From an optimization exercise on the open Yosys and OpenROAD flow, aimed at small area, a short achievable clock period and few clock cycles per item; shortcuts taken in it are not production practice.
Only simulation tests tie the RTL to the original design; equivalence was not proved.
Power is estimated from default activity; no workload was simulated.

`design/flow/design.v`:
```
`timescale 1ns / 1ps
`default_nettype none
package tma_pkg;
    localparam int MAX_WINDOW = 64;
    localparam int DATA_W     = 32;
    localparam int CFG_W      = 7;
    localparam int SLOT_W     = $clog2(MAX_WINDOW);
    localparam int CNT_W      = $clog2(MAX_WINDOW + 1);
    localparam int SUM_W      = DATA_W + SLOT_W;
    localparam int ITER_W     = $clog2(SUM_W);
    localparam logic [CFG_W-1:0] WINDOW_RESET = CFG_W'(4);
    typedef struct packed {
        logic cfg_write;
        logic accept;
        logic read_old;
        logic update;
        logic div_load;
        logic div_step;
        logic out_load;
    } t_ctrl_cmd;
    typedef struct packed {
        logic div_last;
    } t_dp_status;
    function automatic logic [CNT_W-1:0] eff_window(input logic [CFG_W-1:0] v);
        logic [CNT_W-1:0] w;
        if (v == '0) begin
            w = CNT_W'(1);
        end else if (int'(v) > MAX_WINDOW) begin
            w = CNT_W'(MAX_WINDOW);
        end else begin
            w = CNT_W'(v);
        end
        eff_window = w;
    endfunction
endpackage
`default_nettype wire
`timescale 1ns / 1ps
`default_nettype none
module trailing_moving_average (
    input  wire logic                              i_clk,
    input  wire logic                              i_rst_n,
    input  wire logic                              i_valid,
    output logic                                   o_stall,
    input  wire logic signed [tma_pkg::DATA_W-1:0] i_sample,
    input  wire logic                              i_first_of_set,
    output logic                                   o_valid,
    input  wire logic                              i_stall,
    output logic signed [tma_pkg::DATA_W-1:0]      o_average,
    input  wire logic                              i_cfg_valid,
    output logic                                   o_cfg_ready,
    input  wire logic [tma_pkg::CFG_W-1:0]         i_cfg_data
);
    localparam int DW    = 32;
    localparam int SW    = 38;
    localparam int MAXW  = 64;
    localparam int DIV_K = 2;               
    localparam int DIV_S = DW / DIV_K;      
    logic en;       
    logic sk_v;     
    assign en          = !sk_v;
    assign o_stall     = sk_v;
    assign o_cfg_ready = !sk_v;
    logic          v0, c0, f0;
    logic [DW-1:0] d0;
    logic [6:0]    g0;
    always_ff @(posedge i_clk) begin
        if (!i_rst_n) begin
            v0 <= 1'b0;
            c0 <= 1'b0;
        end else if (en) begin
            v0 <= i_valid;
            c0 <= i_cfg_valid;
        end
    end
    always_ff @(posedge i_clk) begin
        if (en) begin
            d0 <= i_sample;
            f0 <= i_first_of_set;
            g0 <= i_cfg_data;
        end
    end
    logic [5:0]    wm1;                
    logic [6:0]    fill;               
    logic [DW-1:0] sr [MAXW];          
    logic [6:0]    f;
    logic          full;
    logic [5:0]    g_m1;
    assign f    = f0 ? 7'd0 : fill;
    assign full = (f > {1'b0, wm1});
    assign g_m1 = (g0 == 7'd0) ? 6'd0 : (g0 >= 7'd64) ? 6'd63 : 6'(g0 - 7'd1);
    always_ff @(posedge i_clk) begin
        if (!i_rst_n) begin
            wm1  <= 6'd3;
            fill <= 7'd0;
        end else if (en) begin
            if (c0) begin
                wm1  <= g_m1;
                fill <= 7'd0;
            end else if (v0) begin
                fill <= f + {6'd0, !full};
            end
        end
    end
    always_ff @(posedge i_clk) begin
        if (en && v0) begin
            sr[0] <= d0;
            for (int i = 1; i < MAXW; i++) begin
                sr[i] <= sr[i-1];
            end
        end
    end
    logic          v1, clr1;
    logic [DW-1:0] d1, o1;
    logic [6:0]    n1;
    always_ff @(posedge i_clk) begin
        if (!i_rst_n) begin
            v1 <= 1'b0;
        end else if (en) begin
            v1 <= v0;
        end
    end
    always_ff @(posedge i_clk) begin
        if (en) begin
            d1   <= d0;
            o1   <= full ? sr[wm1] : '0;
            clr1 <= (f == 7'd0);
            n1   <= f + {6'd0, !full};
        end
    end
    logic          v2, clr2;
    logic [DW:0]   dl2;
    logic [6:0]    n2;
    always_ff @(posedge i_clk) begin
        if (!i_rst_n) begin
            v2 <= 1'b0;
        end else if (en) begin
            v2 <= v1;
        end
    end
    always_ff @(posedge i_clk) begin
        if (en) begin
            dl2  <= {d1[DW-1], d1} - {o1[DW-1], o1};
            clr2 <= clr1;
            n2   <= n1;
        end
    end
    logic          v3;
    logic [SW-1:0] sum;
    logic [6:0]    n3;
    always_ff @(posedge i_clk) begin
        if (!i_rst_n) begin
            v3 <= 1'b0;
        end else if (en) begin
            v3 <= v2;
        end
    end
    always_ff @(posedge i_clk) begin
        if (en) begin
            n3 <= n2;
            if (v2) begin
                sum <= (clr2 ? '0 : sum) + {{(SW-DW-1){dl2[DW]}}, dl2};
            end
        end
    end
    logic          v4;
    logic [SW-1:0] u4;
    logic [6:0]    n4;
    logic [SW-1:0] corr;
    assign corr = {n3, 24'd0, sum[SW-1] ? (n3 - 7'd1) : 7'd0};
    always_ff @(posedge i_clk) begin
        if (!i_rst_n) begin
            v4 <= 1'b0;
        end else if (en) begin
            v4 <= v3;
        end
    end
    always_ff @(posedge i_clk) begin
        if (en) begin
            u4 <= sum + corr;
            n4 <= n3;
        end
    end
    logic          dv [DIV_S];
    logic [5:0]    dr [DIV_S];
    logic [DW-1:0] dx [DIV_S];
    logic [6:0]    dn [DIV_S];
    for (genvar s = 0; s < DIV_S; s++) begin : g_div
        logic          iv;
        logic [6:0]    in;
        logic [5:0]    r [DIV_K+1];
        logic [DW-1:0] x [DIV_K+1];
        if (s == 0) begin : g_first
            assign iv   = v4;
            assign in   = n4;
            assign r[0] = u4[SW-1:DW];
            assign x[0] = u4[DW-1:0];
        end else begin : g_next
            assign iv   = dv[s-1];
            assign in   = dn[s-1];
            assign r[0] = dr[s-1];
            assign x[0] = dx[s-1];
        end
        for (genvar k = 0; k < DIV_K; k++) begin : g_step
            logic [6:0] trial;
            logic       ge;
            assign trial  = {r[k], x[k][DW-1]};
            assign ge     = (trial >= in);
            assign r[k+1] = ge ? 6'(trial - in) : trial[5:0];
            assign x[k+1] = {x[k][DW-2:0], ge};
        end
        always_ff @(posedge i_clk) begin
            if (!i_rst_n) begin
                dv[s] <= 1'b0;
            end else if (en) begin
                dv[s] <= iv;
            end
        end
        always_ff @(posedge i_clk) begin
            if (en) begin
                dr[s] <= r[DIV_K];
                dx[s] <= x[DIV_K];
                dn[s] <= in;
            end
        end
    end
    logic          vl;
    logic [DW-1:0] res;
    logic          out_v;
    logic [DW-1:0] out_d, sk_d;
    logic          pop, push;
    assign vl   = dv[DIV_S-1];
    assign res  = dx[DIV_S-1] ^ 32'h8000_0000;
    assign pop  = out_v && !i_stall;
    assign push = en && vl;
    always_ff @(posedge i_clk) begin
        if (!i_rst_n) begin
            out_v <= 1'b0;
            sk_v  <= 1'b0;
        end else begin
            out_v <= pop ? (sk_v || push) : (out_v || push);
            sk_v  <= sk_v ? !pop : (out_v && !pop && push);
        end
    end
    always_ff @(posedge i_clk) begin
        if (!out_v || !i_stall) begin
            out_d <= sk_v ? sk_d : res;
        end
        if (en) begin
            sk_d <= res;
        end
    end
    assign o_valid   = out_v;
    assign o_average = out_d;
endmodule
`default_nettype wire
```
`design/flow/run.sh`:
```
#!/bin/bash
# synth_recipe.tcl (not shown) runs the flow's synth.tcl, then flattens the netlist and writes it again
# the make line also repeats each setting of config.mk as NAME=value (left out here)
make -C /OpenROAD-flow-scripts/flow DESIGN_CONFIG=/design/flow/config.mk WORK_HOME=/design/flow/orfs CLKGATE_MAP_FILE= SYNTH_SCRIPT=/design/flow/synth_recipe.tcl finish
```
`design/flow/config.mk`:
```
export PLATFORM = sky130hd
export DESIGN_NAME = trailing_moving_average
export DESIGN_NICKNAME = trailing_moving_average
export VERILOG_FILES = /design/flow/design.v
export SDC_FILE = /design/flow/constraint.sdc
export NUM_CORES = 4
export LEC_CHECK = 0
export CAP_MARGIN = 20
export CORE_MARGIN = 2
export CORE_UTILIZATION = 40
export SLEW_MARGIN = 20
```
`design/flow/constraint.sdc`:
```
create_clock -name core_clock -period 8.0 [get_ports {i_clk}]
set_input_delay 1.6000 -clock core_clock [delete_from_list [all_inputs] [get_ports {i_clk}]]
set_output_delay 1.6000 -clock core_clock [all_outputs]
set_load 0.01 [all_outputs]
```
==> notes.md <==
Async S/R FF share, synth=0%; fmax=209 MHz; CTS buffer count=316; drt pass-1 iters=6; Synth top area share=75.7%; site row count=201; initial antenna violation count=12; Syn Inst Count=6990; total setup buffers inserted after CTS=0; largest net degree at the start of global routing=210; Mapped Area=120000 um^2; CTS max path bufs=4; I/O Pins=80; Design Power=43300 uW; Worst EP required=8.54 ns; setup TNS=0 ns; IO buf count=79; PostCTS Resize Cnt=0; Mapped Avg Cell Area=17.2 um^2; Core Region=300000 um^2; Max FO, Critical Path=8; hold crit path type=reg2reg; DP Area=127000 um^2; max_slew headroom=19.2%; Worst setup SP type=flop; Ys Warns=38; total grt overflow=0; CTS Hold Bufs=0; Initial DRC Count=10600; crit-path most repeated cell=a21o_1; Worst IR Drop VDD=0.000206 V; max incr delay on CP=0.55 ns; H-tree Lvls=5; Hold Fails Final Rpt=0; Place WS=3.23 ns; Setup Crit Path Kind=reg2reg; Layout Nets=7651; gpl congestion=0.892; worst path cell trace=inv_1 > ha_1 > nor2b_1 > o21ai_0 > nand3b_1 > a21o_1 > a21oi_1 > o21a_1 > mux2i_1 > ha_1 > a21oi_1 > o21bai_1 > a21o_1 > a21o_1 > o41ai_2 > inv_1 > mux2_2; Max-Cap Viols=0; wire per inst=29.7 um; Seq/Total Area, Yosys=76.8%; Finish-stage setup viols=0; Slowest-stage cell, CP=o41ai_2; Die H=552 um; Yosys cell types=70; Root Buffer=clkbuf_16; P per Cell Area=316 nW/um^2; Final ANT Viol Nets=0; DR vias=69100; Design Area, Final=137000 um^2; status=timing/DRC/antenna clean; first-pass GRT wire length=480000 um; die footprint=305000 um^2; number of buffers and inverters on the critical path=2; worst slew pin tran=1.21 ns; number of fill cells=25300; Crit path max-delay family=compound AO/OA/AOI/OAI gates; Starting Density=40.1%; Layout area overhead=13.9%; fin crit period=4.78 ns; die width=552 um; Final Cycle Share=59.8%; WP data arrival=5.32 ns; number of global-route vias before repair=66300; Clock transition at path regs=0.07 ns; Residual DRC=0; CP Capture Type=flop; Sink Count=3099; area leader, netlist=edfxtp_1; top post-synthesis cells by area=edfxtp_1 76%, a22oi_1 5.8%, ha_1 3.3%; vias per cell=6.03; Post-synth EDFFs=3030; number of synthesized register bits=3099; Syn Nets=7386; setup ws final=3.22 ns; RSZ-0062 raised after global routing=no; Synth Flop Type=edfxtp_1; Final Skew=0.112 ns; Post-Route WL=341000 um; share of cells above drive strength 1=11.3%; TritonCTS clock tree=yes; Clock Latency Late Sink=0.90 ns; fin. max-slew vios=0; Leakage=0.0463 uW; gr usage total=21.6%; post-DP HPWL=198000 um
==> final cells by class <==
class | instances | area [um^2] | share of cell area [%]
timing repair buffer | 204 | 1960 | 1.43
sequential | 3099 | 92400 | 67.5
tap | 3958 | 4950 | 3.62
clock buffer | 366 | 8330 | 6.08
clock inverter | 203 | 1920 | 1.40
multi-input combinational | 3361 | 26300 | 19.2
inverter | 273 | 1030 | 0.754
antenna | 7 | 17.5 | 0.0128
==> path summary, 6_finish.rpt <==
check	slack, ns	endpoint	from	cells after the start
max	3.22	dr[11][2]	dn[10][1]	17
min	0.38	sr[57][1]	sr[56][1]	0
min reg2reg	0.38	sr[57][1]	sr[56][1]	0
max reg2reg	3.22	dr[11][2]	dn[10][1]	17
==> power by group <==
| part | total, uW | switching [uW] | internal [uW] | leakage [uW] |
|---|---|---|---|---|
| Sequential | 20700 | 717 | 20000 | 0.0301 |
| Combinational | 7810 | 4010 | 3800 | 0.0112 |
| Clock | 14800 | 6270 | 8490 | 0.00502 |
| Total | 43300 | 11000 | 32300 | 0.0463 |
==> metrics by stage <==
| stage | instances | hold WS, ns | utilization, % |
|---|---|---|---|
| floorplan | 6990 | 0.400 | - |
| global placement | 10900 | 0.400 | 42.2 |
| detailed placement | 10900 | 0.405 | 42.3 |
| CTS | 11500 | 0.389 | 45.7 |
| global route | 11500 | 0.399 | 45.7 |
| finish | 11500 | 0.378 | 45.7 |
==> routing by layer <==
| metal | global-route usage (%) | share of wire (%) | up-vias |
|---|---|---|---|
| met5 | 0 | 0.0041 | - |
| met4 | 9.55 | 4.8 | 2 |
| met3 | 5.35 | 12 | 893 |
| met2 | 32.8 | 45 | 4744 |
| met1 | 29.4 | 39 | 34800 |
| li1 | - | - | 28700 |
==> cells in the mapped netlist (6+ instances only) <==
master,number
nand2b_1,35
o41ai_2,11
dfxtp_1,69
o21bai_1,24
nand3b_1,12
nor3_1,28
fa_1,34
nand2_1,138
a22oi_1,935
nand3_1,71
and2_1,16
a22o_1,31
clkbuf_1,219
nand4_1,256
mux2_2,160
o211ai_1,15
xnor2_1,122
nor4_1,65
o21ai_1,7
ha_1,317
nor2_1,175
a211oi_1,9
nor2b_1,102
and4_1,6
a21o_1,135
a211o_1,8
o211a_1,34
inv_1,273
nand4bb_1,6
a221oi_1,31
o21ai_0,81
mux2i_1,51
a21oi_1,208
xor2_1,106
a21boi_0,12
and3_1,18
a31oi_1,13
buf_2,35
o21a_1,30
or3_1,6
edfxtp_1,3030
==> placed cells by master, fill, tap and decap left out, drive strengths merged, types with 13 or more instances in the layout <==
master,instances
o21bai,24
nand3,71
nor4,65
nand2,138
o211a,34
ha,317
buf,125
o211ai,15
o41ai,14
inv,280
nor3,28
clkdlybuf4s50,79
xnor2,122
a21boi,13
mux2,165
o21a,30
xor2,106
clkinvlp,17
mux2i,51
and2,17
edfxtp,3030
dfxtp,69
a21o,135
a22oi,935
nor2,175
fa,34
nor2b,102
nand4,256
clkinv,148
a21oi,208
a221oi,32
and3,18
o21ai,89
clkbuf,366
a31oi,13
bufinv,31
a22o,31
nand2b,35
==> kinds of logic after synthesis <==
kind of cell    count (synthesis)  synth area share, %
flops                        3099                 76.8
compound gates               1612                 9.70
simple gates                  954                 4.29
buf+inv                       530                 1.69
fa+ha+maj                     351                 3.86
xor+xnor                      228                 1.66
mux                           216                 1.97
==> flip-flops by register name, indices dropped and copies added (netlist names), 16 cells and up <==
register,count
o1,32
dx,512
dv,16
out_d,32
u4,38
sum,38
sr,2048
d1,32
d0,32
dr,90
sk_d,32
dn,105
dl2,33
Testbench counts, summed over its fixed seeds: cycles 5,000, items 4,800.

==> what the ideal ports hide <==
The flow's constraints put no driver on any port. The routed layout listed below was extracted and timed again, unchanged, in two steps.
Step 1: set_driving_cell puts a clkbuf_16 on i_clk and a buf_2 on each other input, an assumption about the parent block.
Step 2, shift: input delay + t, output delay - t, t = (earliest + latest rising clock arrival at the registers) / 2. This alone moves slack from input paths to output paths.
Three values: ideal ports, drivers, drivers and shift; two values: the first two.
shift t [ns]: 0.941
setup WS [ns]: 3.220 / 3.220 / 3.220
worst setup path at the end: register to register
worst slew at a driven data input, ns: 0.10
cell pins on the clock port's net: 1
After both steps this run still meets setup and hold. The setup slack of this run moves by 0.000 ns with the drivers and by 0.000 ns with both steps.
